Background: an optimization exercise with open tools, aiming at small area, a short achievable clock period and few clock cycles. Do not read the settings as production practice. No functional check of the RTL was part of any run shown here.

===== flow/config.mk =====
export PLATFORM = sky130hd
export DESIGN_NAME = ntwrk_size_tracker
export DESIGN_NICKNAME = ntwrk_size_tracker
export VERILOG_FILES = /design/flow/design.v
export SDC_FILE = /design/flow/constraint.sdc
export NUM_CORES = 4
export LEC_CHECK = 0
export CAP_MARGIN = 20
export CORE_MARGIN = 2
export CORE_UTILIZATION = 40
export SLEW_MARGIN = 20

===== flow/run.sh =====
#!/bin/bash
# synth_recipe.tcl (not shown) runs the flow's synth.tcl, then flattens the netlist and writes it again
# the make line also repeats each setting of config.mk as NAME=value (left out here)
make -C /OpenROAD-flow-scripts/flow DESIGN_CONFIG=/design/flow/config.mk WORK_HOME=/design/flow/orfs CLKGATE_MAP_FILE= SYNTH_SCRIPT=/design/flow/synth_recipe.tcl finish

===== flow/design.v =====
package ntwrk_size_pkg;
    localparam int NTWRK_ID_W = 4;
    typedef enum logic [2:0] {
        CMD_IGNORE = 3'd0,
        CMD_NEW    = 3'd1,
        CMD_WR_A   = 3'd2,
        CMD_WR_B   = 3'd3,
        CMD_MERGE  = 3'd4,
        CMD_LOOKUP = 3'd5,
        CMD_UPDATE = 3'd6,
        CMD_RSVD   = 3'd7
    } ntwrk_cmd_id_e;
    typedef struct packed {
        logic [NTWRK_ID_W-1:0] ntwrkb;
        logic [NTWRK_ID_W-1:0] ntwrka;
        ntwrk_cmd_id_e         id;
    } ntwrk_size_cmd_t;
endpackage
import ntwrk_size_pkg::*;
module ntwrk_size_tracker
#(
    parameter int NUM_CONNS  = 8,
    parameter int NUM_POINTS = 1000,
    parameter int SIZE_W     = $clog2(NUM_POINTS) + 1,
    parameter int TOP_K      = 3,
    parameter int PROD_W     = SIZE_W * TOP_K
) (
    input  logic              clk,
    input  logic              rst,
    input  logic              cmd_vld,
    output logic              cmd_rdy,
    input  ntwrk_size_pkg::ntwrk_size_cmd_t cmd,
    output logic              rsp_vld,
    input  logic              rsp_rdy,
    output logic [PROD_W-1:0] rsp_data,
    output logic              rsp_is_prod,
    output logic              busy,
    output logic              err
);
    localparam int N  = 8;
    localparam int W  = 11;
    localparam int R  = 3;                
    localparam int ND = (W + R - 1) / R;  
    localparam int PW = 33;
    typedef enum logic [1:0] {E_IDLE, E_P2, E_P3, E_MUL} eng_e;
    logic [W-1:0] size_q [N];
    logic [N-1:0] vld;
    logic         err_q;
    logic         rdy_q;
    logic         pend_q, pend_upd_q;
    logic [3:0]   pend_a_q;
    eng_e         eng_q;
    logic [W-1:0] t0_q, t1_q, t2_q;
    logic [2:0]   i0_q, i1_q;
    logic         ph2_q, first_q;
    logic [1:0]   k_q;
    logic         rsp_vld_q, rsp_prod_q;
    logic [PW-1:0] acc_q;
    always_comb for (int i = 0; i < N; i++) vld[i] = |size_q[i];
    assign cmd_rdy     = rdy_q;
    assign busy        = !rdy_q;
    assign err         = err_q;
    assign rsp_vld     = rsp_vld_q;
    assign rsp_is_prod = rsp_prod_q;
    assign rsp_data    = acc_q;
    logic [2:0] op;
    logic [3:0] ca, cb, ra, la;
    logic       acc_cmd;
    assign op      = cmd.id;
    assign ca      = cmd.ntwrka;
    assign cb      = cmd.ntwrkb;
    assign acc_cmd = cmd_vld && rdy_q;
    logic is_new, is_wr, is_mrg, is_lkp, is_upd, is_rsv;
    assign is_new = (op == CMD_NEW);
    assign is_wr  = (op == CMD_WR_A) || (op == CMD_WR_B);
    assign is_mrg = (op == CMD_MERGE);
    assign is_lkp = (op == CMD_LOOKUP);
    assign is_upd = (op == CMD_UPDATE);
    assign is_rsv = (op == CMD_RSVD);
    assign ra = (op == CMD_WR_B) ? cb : ca;
    logic [W-1:0] sa, sb, addend, wdata;
    logic [W:0]   sum;
    assign sa     = size_q[ra[2:0]];
    assign sb     = size_q[cb[2:0]];
    assign addend = is_mrg ? sb : W'(1);
    assign sum    = {1'b0, sa} + {1'b0, addend};
    assign wdata  = sum[W] ? {W{1'b1}} : sum[W-1:0];
    logic ra_ok, a_in, b_in, va, vb, ab_eq, mrg_ok;
    assign a_in   = !ca[3];
    assign b_in   = !cb[3];
    assign ra_ok  = !ra[3] && vld[ra[2:0]];
    assign va     = vld[ca[2:0]];
    assign vb     = vld[cb[2:0]];
    assign ab_eq  = (ca == cb);
    assign mrg_ok = a_in && b_in && va && vb;
    logic cmd_err;
    always_comb begin
        cmd_err = 1'b0;
        if (is_new) cmd_err = !a_in || va;
        if (is_wr)  cmd_err = !ra_ok || sum[W];
        if (is_mrg) cmd_err = !ab_eq && (!mrg_ok || sum[W]);
        if (is_rsv) cmd_err = 1'b1;
    end
    logic [N-1:0] we_new, we_w, we_clr;
    always_comb begin
        for (int i = 0; i < N; i++) begin
            we_new[i] = acc_cmd && is_new && a_in && (ca[2:0] == 3'(i));
            we_w[i]   = acc_cmd && ((is_wr && ra_ok) || (is_mrg && !ab_eq && mrg_ok))
                        && (ra[2:0] == 3'(i));
            we_clr[i] = acc_cmd && is_mrg && !ab_eq && mrg_ok && (cb[2:0] == 3'(i));
        end
    end
    logic [3:0]   lk_a;
    logic [W-1:0] lk_val;
    assign lk_a   = pend_q ? pend_a_q : ca;
    assign lk_val = lk_a[3] ? '0 : size_q[lk_a[2:0]];
    logic [N-1:0] excl;
    always_comb begin
        excl = '0;
        if (eng_q == E_P2 || eng_q == E_P3) excl[i0_q] = 1'b1;
        if (eng_q == E_P3)                  excl[i1_q] = 1'b1;
    end
    logic [W:0]   k1 [4];
    logic [2:0]   x1 [4];
    logic [W:0]   k2 [2];
    logic [2:0]   x2 [2];
    logic [W:0]   k3;
    logic [2:0]   x3;
    always_comb begin
        for (int p = 0; p < 4; p++) begin
            logic [W:0] kl, kr;
            kl = {!excl[2*p],   size_q[2*p]};
            kr = {!excl[2*p+1], size_q[2*p+1]};
            if (kr > kl) begin k1[p] = kr; x1[p] = 3'(2*p+1); end
            else         begin k1[p] = kl; x1[p] = 3'(2*p);   end
        end
        for (int p = 0; p < 2; p++) begin
            if (k1[2*p+1] > k1[2*p]) begin k2[p] = k1[2*p+1]; x2[p] = x1[2*p+1]; end
            else                     begin k2[p] = k1[2*p];   x2[p] = x1[2*p];   end
        end
        if (k2[1] > k2[0]) begin k3 = k2[1]; x3 = x2[1]; end
        else               begin k3 = k2[0]; x3 = x2[0]; end
    end
    logic [W-1:0]    x_lo, y_op;
    logic [2*W-1:0]  x_op;
    logic [ND*R-1:0] y_pad;
    logic [1:0]      msd, k_eff;
    logic [R-1:0]    dig;
    logic [PW-1:0]   acc_next;
    logic            mul_go, mul_last;
    assign x_lo  = {t0_q[W-1:1], t0_q[0] | ~|t0_q};
    assign x_op  = ph2_q ? {t1_q, t0_q} : {{W{1'b0}}, x_lo};
    assign y_op  = ph2_q ? {t2_q[W-1:1], t2_q[0] | ~|t2_q}
                         : {t1_q[W-1:1], t1_q[0] | ~|t1_q};
    assign y_pad = (ND*R)'(y_op);
    always_comb begin
        msd = '0;
        for (int d = 1; d < ND; d++) if (|y_pad[d*R +: R]) msd = 2'(d);
    end
    assign k_eff    = first_q ? msd : k_q;
    assign dig      = y_pad[k_eff*R +: R];
    assign acc_next = (first_q ? '0 : (acc_q << R)) + PW'(x_op * dig);
    assign mul_go   = (eng_q == E_P3 || eng_q == E_MUL) && (!rsp_vld_q || rsp_rdy);
    assign mul_last = (k_eff == 2'd0);
    logic rsp_free;
    assign rsp_free = !rsp_vld_q || rsp_rdy;
    logic lk_direct, lk_hold, up_direct, up_hold, pend_lk_go, pend_up_go;
    assign lk_direct  = acc_cmd && is_lkp && (eng_q == E_IDLE) && rsp_free;
    assign lk_hold    = acc_cmd && is_lkp && !((eng_q == E_IDLE) && rsp_free);
    assign up_direct  = acc_cmd && is_upd && (eng_q == E_IDLE);
    assign up_hold    = acc_cmd && is_upd && (eng_q != E_IDLE);
    assign pend_lk_go = pend_q && !pend_upd_q && (eng_q == E_IDLE) && rsp_free;
    assign pend_up_go = pend_q &&  pend_upd_q && (eng_q == E_IDLE);
    eng_e eng_d;
    logic pend_d;
    always_comb begin
        eng_d = eng_q;
        case (eng_q)
            E_IDLE: if (up_direct || pend_up_go) eng_d = E_P2;
            E_P2:   eng_d = E_P3;
            E_P3:   eng_d = (mul_go && mul_last && ph2_q) ? E_IDLE : E_MUL;
            E_MUL:  if (mul_go && mul_last && ph2_q) eng_d = E_IDLE;
            default: eng_d = E_IDLE;
        endcase
        pend_d = pend_q;
        if (lk_hold || up_hold)         pend_d = 1'b1;
        else if (pend_lk_go || pend_up_go) pend_d = 1'b0;
    end
    always_ff @(posedge clk or posedge rst) begin
        if (rst) begin
            for (int i = 0; i < N; i++) size_q[i] <= '0;
            err_q      <= 1'b0;
            rdy_q      <= 1'b1;
            pend_q     <= 1'b0;
            pend_upd_q <= 1'b0;
            pend_a_q   <= '0;
            eng_q      <= E_IDLE;
            t0_q       <= '0;
            t1_q       <= '0;
            t2_q       <= '0;
            i0_q       <= '0;
            i1_q       <= '0;
            ph2_q      <= 1'b0;
            first_q    <= 1'b1;
            k_q        <= '0;
            rsp_vld_q  <= 1'b0;
            rsp_prod_q <= 1'b0;
            acc_q      <= '0;
        end else begin
            for (int i = 0; i < N; i++) begin
                if (we_new[i])      size_q[i] <= W'(2);
                else if (we_w[i])   size_q[i] <= wdata;
                else if (we_clr[i]) size_q[i] <= '0;
            end
            if (acc_cmd && cmd_err) err_q <= 1'b1;
            pend_q <= pend_d;
            if (lk_hold || up_hold) begin
                pend_upd_q <= is_upd;
                pend_a_q   <= ca;
            end
            rdy_q <= !pend_d && (eng_d != E_P2);
            eng_q <= eng_d;
            case (eng_q)
                E_IDLE: begin
                    t0_q <= k3[W-1:0];
                    i0_q <= x3;
                end
                E_P2: begin
                    t1_q <= k3[W-1:0];
                    i1_q <= x3;
                end
                E_P3: t2_q <= k3[W-1:0];
                default: ;
            endcase
            if (mul_go) begin
                acc_q   <= acc_next;
                k_q     <= k_eff - 2'd1;
                first_q <= mul_last;
                if (mul_last) begin
                    if (!ph2_q) begin
                        t0_q  <= acc_next[W-1:0];
                        t1_q  <= acc_next[2*W-1:W];
                        ph2_q <= 1'b1;
                    end else begin
                        ph2_q <= 1'b0;
                    end
                end
            end
            if (lk_direct || pend_lk_go) begin
                acc_q      <= PW'(lk_val);
                rsp_prod_q <= 1'b0;
                rsp_vld_q  <= 1'b1;
            end else if (mul_go && mul_last && ph2_q) begin
                rsp_prod_q <= 1'b1;
                rsp_vld_q  <= 1'b1;
            end else if (rsp_rdy) begin
                rsp_vld_q  <= 1'b0;
            end
        end
    end
endmodule

===== flow/constraint.sdc =====
create_clock -name core_clock -period 10.0 [get_ports {clk}]
set_input_delay 2.0000 -clock core_clock [delete_from_list [all_inputs] [get_ports {clk}]]
set_output_delay 2.0000 -clock core_clock [all_outputs]
set_load 0.01 [all_outputs]

==> results.yml, run 1 <==
critical_path:
  slowest_stage: "a211oi_2"
  critPathLaunchType: "flop"
  worst-path-max-fanout: 31
  cp_num_cells: 29
  path_class: "flop to flop"
  crit_top_cell: "o21ai_0"
  max_stage_delay_ns: 0.90
  path_buf_inv: 3
  endpoint_kind: "flop"
  required_ns: 10.34
  reg2reg_depth: 29
  crit_family: "compound AO/OA/AOI/OAI gates"
  worstPathArrival_ns: 8.52
flow_run:
  maxCapViolCount: 0
sta:
  worst_slack_ns: 1.821
  min_period_ns: 8.179
  finalMaxSlewViolations: 0
  setup_viol: 0
  slew_headroom_pct: 27.81
  worst_clock_skew_ns: 0.01117
  max_freq_ghz: 0.1223
  setup-tns-final_ns: 0
  period_share_pct: 81.79
  grt_setup_unrepaired: "false"
  hold_viol: 0
  worstMarginPinSlew_ns: 1.083
global_route:
  antenna_found_initial: 0
  grt_pass1_vias: 15923
  grt_max_degree: 115
  overflow: 0
  grt_first_pass_wirelength_um: 99870
  grt_usage_pct: 30.75
yosys:
  synth_ff_type: "dfrtp_1"
  synth_edf_count: 0
  async_flop_share_pct: 100.0
  synth_area_um2: 16750
  syn_inst: 2067
  synth-warning-count: 6
  avgSynthCellArea_um2: 8.105
  yosysSeqAreaShare_pct: 26.30
  synth_fp_nets: 2256
  ys_ff_latch: 176
  synth.distinct_cells: 81
floorplanning:
  coreArea_um2: 41110
  die_w_um: 208.7
  io_pins: 53
  die_h_um: 208.7
  initial_core_util_pct: 40.75
  die-area_um2: 43540
  rows: 74
placement:
  dp_worst_setup_slack_ns: 1.904
  dpl_cell_area_um2: 17650
  portBuffers: 52
  dp_hpwl_um: 49480
  place_congestion: 0.9905
route:
  ant_nets: 0
  drt_drc_violations_left: 0
  drt_iter0_drc: 1871
  dr_total_vias: 16305
  detail_route.wl_per_cell_um: 25.71
  finalWirelength_um: 66620
  drt_first_pass_iters: 5
  viasPerCell: 6.293
clock_network:
  worstSkewPairLatency_ns: 0.48
  htreeDepth: 4
  cts_setup_buffers: 0
  post_cts_resized: 0
  cts_buffers: 17
  path_clk_slew_ns: 0.07
  cts_hold_buf: 0
  max-clock-path-buffers: 2
  cts_sinks: 176
  cts_root_buffer: "clkbuf_16"
  tritoncts: "built"
finish:
  area_growth_pct: 9.328
  seq_area_um2: 4407
  drive_above_1_share_pct: 7.094
  finish.net_count: 2234
  fill_cells: 4075
  final_util_pct: 44.56
  fin_area_um2: 18320
  multi_input_area_um2: 11400
hold_path:
  whs_path_depth: 2
  worstHoldPathType: "flop to flop"
outcome:
  status: "finished clean"
[worst reg2reg max path, delay by kind of cell, from the launching register on]
kind | cells | cell delay, ns
AOI/OAI and AO/OA | 16 | 4.67
adders and majority gates | 4 | 1.05
buffers and inverters | 3 | 0.63
DFF | 1 | 0.47
muxes | 1 | 0.56
and+or+nand+nor | 5 | 0.64
[cell families (layout without fill, tap and decap cells)]
group	Yosys count	after routing	share of synthesized area, %
xor gates and xnor gates	40	40	2.091
and+or+nand+nor	748	748	21.20
other	0	1	0
adders and majority gates	174	174	14.92
DFF	176	176	26.30
AOI/OAI and AO/OA	592	592	21.80
buffers and inverters	241	232	5.833
muxes	96	96	7.849
[stage by stage]
step                hold slack, ns  cells
floorplan                   0.4497   2067
global placement            0.4652   2556
detailed placement          0.4770   2557
CTS                         0.4914   2589
global route                0.5463   2590
finish                      0.4893   2591
[path summary, 6_finish.rpt]
check | start | end | slack (ns)
hold / removal | pend_a_q[3]$_DFFE_PP0P_ | pend_a_q[3]$_DFFE_PP0P_ | 0.49
setup reg to reg | eng_q[0]$_DFF_PP0_ | t1_q[5]$_DFF_PP0_ | 1.82
max in group asynchronous | rst | size_q[1][10]$_DFFE_PP0P_ | 6.49
min in group asynchronous | rst | t2_q[10]$_DFFE_PP0N_ | 2.10
hold reg to reg | pend_a_q[3]$_DFFE_PP0P_ | pend_a_q[3]$_DFFE_PP0P_ | 0.49
setup / recovery | eng_q[0]$_DFF_PP0_ | t1_q[5]$_DFF_PP0_ | 1.82
[synthesized netlist by cell type, drive strengths merged (14+ instances only)]
cell type | number | area [um^2]
nand2 | 240 | 900.9
o21ai | 215 | 1076
dfrtp | 174 | 4354
nand3 | 151 | 760.7
a21oi | 142 | 714.4
nor2 | 140 | 528.0
ha | 131 | 1639
inv | 120 | 450.4
clkbuf | 89 | 342.8
a31oi | 57 | 390.4
mux2i | 44 | 440.4
nor2b | 44 | 275.3
fa | 43 | 860.8
nor3 | 34 | 175.2
buf | 32 | 183.9
or3 | 30 | 187.7
mux2 | 27 | 311.5
a21o | 26 | 195.2
xnor2 | 26 | 227.7
mux4 | 25 | 563.0
nor4 | 23 | 143.9
nand2b | 22 | 137.6
nand4 | 20 | 125.1
o21a | 18 | 135.1
a211oi | 17 | 132.6
and2 | 17 | 108.9
xor2 | 14 | 122.6
[routing by layer]
metal,wire length (um),vias to the layer above,part of all wire [%],global-route usage (%)
li1,-,7453,-,-
met3,4076,227,6.1,3.862
met4,5168,0,7.8,22.24
met2,30830,678,46,49.94
met5,0,-,0,0
met1,26550,7947,40,37.88
[registers in the layout (all words and copies together), names as in the netlist, 2 cells and up]
| signal | count |
|---|---|
| size_q | 88 |
| eng_q | 2 |
| t1_q | 11 |
| pend_a_q | 4 |
| i1_q | 3 |
| t2_q | 11 |
| t0_q | 11 |
| k_q | 2 |
| acc_q | 33 |
| i0_q | 3 |
[layout make-up]
class,count,area share (%)
clock buffer,18,2.343
sequential,176,24.06
clock inverter,14,1.236
timing repair buffer,80,3.962
antenna,1,0.01366
tap,532,3.634
inverter,120,2.500
multi-input combinational,1650,62.25
[cells in the final DEF, fill, tap and decap left out, types with 14 or more instances in the layout]
cell type,n
a21o_1,26
nor2b_1,44
a21oi_1,140
mux4_2,25
nand3_1,150
nand2_1,240
a31oi_1,52
o21ai_0,208
nor4_1,23
xnor2_1,26
nor3_1,33
ha_1,131
dfrtp_1,174
a211oi_1,16
and2_1,16
inv_1,119
mux2i_1,39
xor2_1,14
mux2_2,25
or3_1,30
fa_1,43
clkdlybuf4s50_1,51
nand2b_1,22
nor2_1,139
clkbuf_16,17
o21a_1,18
buf_4,27
nand4_1,20
==> run 2, diff against run 1 <==
--- a/flow/config.mk
+++ b/flow/config.mk
@@ -7,2 +7,3 @@
 export LEC_CHECK = 0
+export ABC_CLOCK_PERIOD_IN_PS = 4000
 export CAP_MARGIN = 20
@@ -10,2 +11,3 @@
 export CORE_UTILIZATION = 40
+export SETUP_SLACK_MARGIN = 5
 export SLEW_MARGIN = 20
==> run 2 against run 1 <==
  * Sequential share of layout area fell by 5.4 points
  * Non-clock buffer count rose by 241
  * Critical path type unchanged
  * Global-route usage increased by 4.5 points
  * Clock-buffer cell count increased by 2
  * Critical endpoint is now t0_q[5]$_DFF_PP0_
  * Routed wire length grew 18%
  * Synthesized cell count unchanged
==> results.yml, run 2 <==
outcome:
  status: "finished clean"
finish:
  final_util_pct: 57.59
  largest_registers: "size_q x88, acc_q x33"
  largest_reg_flops: 88
  multi_input_area_um2: 14280
  final_cells: 2845
  layout_commonest_cell: "nand2_1"
  largest_register: "size_q"
  finish.net_count: 2488
  fin_area_um2: 23680
  drive_above_1_share_pct: 34.43
  final_cell_mix: "nand2_1, buf_4, dfrtp_1, nand3_1, nor2_1"
  area_growth_pct: 41.32
  fill_cells: 3532
  seq_area_um2: 4417
critical_path:
  cp_num_cells: 26
  worstPathArrival_ns: 6.68
  endpoint_kind: "flop"
  crit_top_cell: "ha_4"
  reg2reg_depth: 26
  path_buf_inv: 6
  path_class: "flop to flop"
  worst-path-max-fanout: 8
  crit_family: "compound AO/OA/AOI/OAI gates"
  max_stage_delay_ns: 0.48
  required_ns: 10.35
  critPathLaunchType: "flop"
  slowest_stage: "mux2i_4"
route:
  ant_nets: 0
  drt_first_pass_iters: 5
  drt_drc_violations_left: 0
  drt_iter0_drc: 1877
  finalWirelength_um: 78350
  viasPerCell: 6.471
  dr_total_vias: 18410
  detail_route.wl_per_cell_um: 27.54
yosys:
  syn_inst: 2067
  synth_edf_count: 0
  synth_top_family_by_area: "compound AO/OA/AOI/OAI gates"
  synth-warning-count: 6
  synth-compound-area-share_pct: 21.80
  synth_fp_nets: 2256
  ys_ff_latch: 176
  yosysMostFrequentCell: "nand2_1"
  yosysSeqAreaShare_pct: 26.30
  synth_area_leaders: "dfrtp_1, ha_1, o21ai_0"
  synth_xor_area_share_pct: 2.091
  synth_largest_area_cell: "dfrtp_1"
  synth_fa_ha_area_share_pct: 14.92
  synth_area_um2: 16750
  synth_common_cells: "nand2_1, o21ai_0, dfrtp_1"
  synth_ff_type: "dfrtp_1"
  synth_mux_area_share_pct: 7.849
  synth-simple-area-share_pct: 21.20
  synth_top_area_share_pct: 25.99
  async_flop_share_pct: 100.0
  synth.distinct_cells: 81
  avgSynthCellArea_um2: 8.105
clock_network:
  worstSkewPairLatency_ns: 0.48
  cts_buffers: 17
  path_clk_slew_ns: 0.07
  htreeDepth: 4
  tritoncts: "built"
  cts_sinks: 176
  max-clock-path-buffers: 2
  cts_root_buffer: "clkbuf_16"
floorplanning:
  die-area_um2: 43540
  rows: 74
  initial_core_util_pct: 40.75
  coreArea_um2: 41110
  io_pins: 53
  die_h_um: 208.7
  die_w_um: 208.7
hold_path:
  worstHoldPathType: "flop to flop"
  whs_path_depth: 2
placement:
  dpl_cell_area_um2: 17990
  dp_hpwl_um: 50210
  portBuffers: 52
  place_congestion: 1.054
  dp.cells: 2552
sta:
  grt_setup_unrepaired: "true"
  period_share_pct: 63.34
  worst_clock_skew_ns: 0.01764
  min_period_ns: 6.334
  setup-tns-final_ns: 0
  max_freq_ghz: 0.1579
  worstMarginPinSlew_ns: 1.299
  slew_headroom_pct: 13.38
  setup_viol: 0
  finalMaxSlewViolations: 0
  hold_viol: 0
global_route:
  grt_first_pass_wirelength_um: 115100
  antenna_found_initial: 2
  grt_usage_pct: 35.24
  overflow: 0
  grt_max_degree: 169
  grt_pass1_vias: 17974
flow_run:
  maxCapViolCount: 0
[run 2: cell counts after synthesis]
Identical to the previous run, type by type.
[run 2: through the flow]
stage	setup slack (ns)	hold WS, ns
after floorplan	4.260	0.4497
after global placement	2.305	0.4633
after detailed placement	2.111	0.4705
after CTS	4.027	0.4868
after global routing	3.516	0.5346
final	3.666	0.4842
[run 2: layer usage]
layer  GRT usage, %  up-vias  wire length [um]
met5              0        -                13
met4          23.99        2              6634
met3          6.718      352              6125
met2          56.72      965             36000
met1          43.01     9041             29580
li1               -     8050                 -
[run 2: cell families (layout without fill, tap and decap cells)]
logic type / after synthesis / in the layout
compound gates: 592 / 601
xor+xnor: 40 / 40
fa+ha+maj: 174 / 174
buf+inv: 241 / 474
flops: 176 / 176
mux: 96 / 99
other cells: 0 / 1
simple gates: 748 / 748
[run 2: final timing paths]
path	slack, ns	startpoint	to
worst max-delay path	3.67	eng_q[1]$_DFF_PP0_	t0_q[5]$_DFF_PP0_
min in group asynchronous	1.82	rst	t2_q[10]$_DFFE_PP0N_
worst min register to register	0.48	pend_a_q[3]$_DFFE_PP0P_	pend_a_q[3]$_DFFE_PP0P_
worst min-delay path	0.48	pend_a_q[3]$_DFFE_PP0P_	pend_a_q[3]$_DFFE_PP0P_
max in group asynchronous	6.92	rst	ph2_q$_DFFE_PP0P_
worst max register to register	3.67	eng_q[1]$_DFF_PP0_	t0_q[5]$_DFF_PP0_
[run 2: tightest hold or removal path: stages, from the launching register on]
cell	delay [ns]
dfrtp_1	0.35
nand2_1	0.05
o21ai_0	0.06
[run 2: repair_timing]
action / CTS / global route
pin swaps: 157 / 108
buffers inserted: 180 / 56
endpoints found under the setup margin: 155 / 154
resized for setup: 473 / 146
gates cloned: 23 / 1
endpoints found under the hold margin: 0 / 0
hold buffers: 0 / 0
[run 2: layout make-up]
| class | count | share of cell area, % |
|---|---|---|
| Antenna cell | 1 | 0.01057 |
| Clock buffer | 20 | 1.929 |
| Clock inverter | 12 | 0.4228 |
| Inverter | 120 | 1.939 |
| Multi-Input combinational cell | 1662 | 60.33 |
| Sequential cell | 176 | 18.65 |
| Tap cell | 532 | 2.811 |
| Timing Repair Buffer | 321 | 13.87 |
| Timing Repair inverter | 1 | 0.03171 |
==> run 3, diff against run 2 <==
--- a/flow/config.mk
+++ b/flow/config.mk
@@ -7,3 +7,3 @@
 export LEC_CHECK = 0
-export ABC_CLOCK_PERIOD_IN_PS = 4000
+export ABC_CLOCK_PERIOD_IN_PS = 2500
 export CAP_MARGIN = 20
==> run 3 against run 2 <==
  * Hold slack did not move
  * Flip-flop and latch count did not move
  * Non-clock buffer count did not move
  * Via count did not move
  * Critical path depth did not move
  * Largest cell class unchanged
==> results.yml, run 3 <==
clock_network:
  max-clock-path-buffers: 2
  htreeDepth: 4
  worstSkewPairLatency_ns: 0.48
  cts_buffers: 17
  tritoncts: "built"
  cts_root_buffer: "clkbuf_16"
  cts_hold_buf: 0
  cts_sinks: 176
  path_clk_slew_ns: 0.07
hold_path:
  worstHoldPathType: "flop to flop"
  whs_path_depth: 2
global_route:
  grt_usage_pct: 35.24
  grt_max_degree: 169
  antenna_found_initial: 2
  grt_pass1_vias: 17974
  grt_first_pass_wirelength_um: 115100
  overflow: 0
sta:
  period_share_pct: 63.34
  worstMarginPinSlew_ns: 1.299
  slew_headroom_pct: 13.38
  worst_clock_skew_ns: 0.01764
  setup-tns-final_ns: 0
  min_period_ns: 6.334
  grt_setup_unrepaired: "true"
  finalMaxSlewViolations: 0
  max_freq_ghz: 0.1579
  setup_viol: 0
  whs_ns: 0.4842
  hold_viol: 0
critical_path:
  slowest_stage: "mux2i_4"
  crit_top_cell: "ha_4"
  worst-path-max-fanout: 8
  path_class: "flop to flop"
  reg2reg_depth: 26
  worstPathArrival_ns: 6.68
  max_stage_delay_ns: 0.48
  critPathLaunchType: "flop"
  endpoint_kind: "flop"
  required_ns: 10.35
finish:
  layout_commonest_cell: "nand2_1"
  largest_register: "size_q"
  final_cells: 2845
  area_growth_pct: 41.32
  largest_registers: "size_q x88, acc_q x33"
  final_cell_mix: "nand2_1, buf_4, dfrtp_1, nand3_1, nor2_1"
  finish.net_count: 2488
  fin_area_um2: 23680
  drive_above_1_share_pct: 34.43
  largest_reg_flops: 88
route:
  viasPerCell: 6.471
  drt_drc_violations_left: 0
  detail_route.wl_per_cell_um: 27.54
  drt_first_pass_iters: 5
  finalWirelength_um: 78350
  drt_iter0_drc: 1877
  dr_total_vias: 18410
  ant_nets: 0
floorplanning:
  die-area_um2: 43540
  rows: 74
  initial_core_util_pct: 40.75
  io_pins: 53
  die_w_um: 208.7
  coreArea_um2: 41110
  die_h_um: 208.7
yosys:
  synth_fp_nets: 2256
  synth_ff_type: "dfrtp_1"
  yosysSeqAreaShare_pct: 26.30
  synth_top_area_share_pct: 25.99
  synth_largest_area_cell: "dfrtp_1"
  synth_area_um2: 16750
  async_flop_share_pct: 100.0
  synth-warning-count: 6
  synth.distinct_cells: 81
  avgSynthCellArea_um2: 8.105
  synth_area_leaders: "dfrtp_1, ha_1, o21ai_0"
  yosysMostFrequentCell: "nand2_1"
  syn_inst: 2067
  ys_ff_latch: 176
  synth_edf_count: 0
  synth_common_cells: "nand2_1, o21ai_0, dfrtp_1"
outcome:
  status: "finished clean"
placement:
  dp_hpwl_um: 50210
  dp.cells: 2552
  place_congestion: 1.054
  dpl_cell_area_um2: 17990
  portBuffers: 52
flow_run:
  maxCapViolCount: 0
run 3: cell counts in the layout (fill, tap and decap cells not counted):
No cell type changed its count.
run 3: logic make-up (layout without fill, tap and decap cells):
group                    after synthesis  count (layout)  synth area share, %
other                                  0               1                    0
buffers and inverters                241             474                5.833
multiplexers                          96              99                7.849
XOR/XNOR                              40              40                2.091
AO/OA/AOI/OAI                        592             601                21.80
flip-flops                           176             176                26.30
adder cells (fa/ha/maj)              174             174                14.92
AND/OR/NAND/NOR                      748             748                21.20
run 3: worst paths after layout:
path                                    startpoint                       to  slack [ns]
min in group asynchronous                      rst     t2_q[10]$_DFFE_PP0N_        1.82
setup reg to reg                eng_q[1]$_DFF_PP0_        t0_q[5]$_DFF_PP0_        3.67
setup / recovery                eng_q[1]$_DFF_PP0_        t0_q[5]$_DFF_PP0_        3.67
max in group asynchronous                      rst        ph2_q$_DFFE_PP0P_        6.92
hold / removal             pend_a_q[3]$_DFFE_PP0P_  pend_a_q[3]$_DFFE_PP0P_        0.48
hold reg to reg            pend_a_q[3]$_DFFE_PP0P_  pend_a_q[3]$_DFFE_PP0P_        0.48
run 3: timing repair:
item,4_1_cts,5_1_grt
pin swaps,157,108
buffers inserted,180,56
resized for setup,473,146
gates cloned,23,1
endpoints found under the setup margin,155,154
run 3: layout make-up:
cell class / instances / area [um^2]
repair inverters: 1 / 7.507
diodes: 1 / 2.502
inverters: 120 / 459.2
flip-flops and latches: 176 / 4417
clock buffers: 20 / 456.7
well taps: 532 / 665.6
repair buffers: 321 / 3284
fillers: 3532 / 17430
multi-input cells: 1662 / 14280
clock inverters: 12 / 100.1
run 3: stage by stage:
step / util (%) / setup slack, ns
after floorplan: - / 4.260
final: 57.59 / 3.666
after global placement: 43.77 / 2.305
after global routing: 57.59 / 3.516
after detailed placement: 43.77 / 2.111
after CTS: 54.80 / 4.027
run 3: layer usage:
layer  part of all wire, %  up-vias  global-route usage, %
met5                 0.017        -                      0
met4                   8.5        2                  23.99
met1                    38     9041                  43.01
met2                    46      965                  56.72
met3                   7.8      352                  6.718
li1                      -     8050                      -
run 3: worst max-delay path, delay by kind of cell (launching register included):
kind	cells	cell delay, ns
DFF	1	0.43
adders and majority gates	4	0.96
buffers and inverters	6	0.97
muxes	2	0.89
AOI/OAI and AO/OA	8	1.83
and+or+nand+nor	6	1.10

afterwards: timing with drivers on the ports:
How much do the figures lean on ideal ports? The routed layouts below were timed once more, with nothing changed but the port constraints.
Step 1, drivers: a clkbuf_16 drives clk and a buf_2 each remaining input, both assumed.
Step 2 times the ports against the registers' clock, not the clock port: input delays grow and output delays shrink by t, the midpoint of the rising clock arrivals with the driver on.
a / b / c = ideal / step 1 / step 2; a / b = the first two.
run	t, ns	setup slack, ns	hold WS [ns]	worst setup path after step 2	worst data-port slew with drivers (ns)
run 1	0.536	1.821 / 1.821 / 1.821	0.489 / 0.489 / 0.489	register to register	0.03
run 2	0.527	3.666 / 3.666 / 3.666	0.484 / 0.484 / 0.484	register to register	0.06
run 3	0.527	3.666 / 3.666 / 3.666	0.484 / 0.484 / 0.484	register to register	0.06
After both steps every run listed still meets setup and hold.
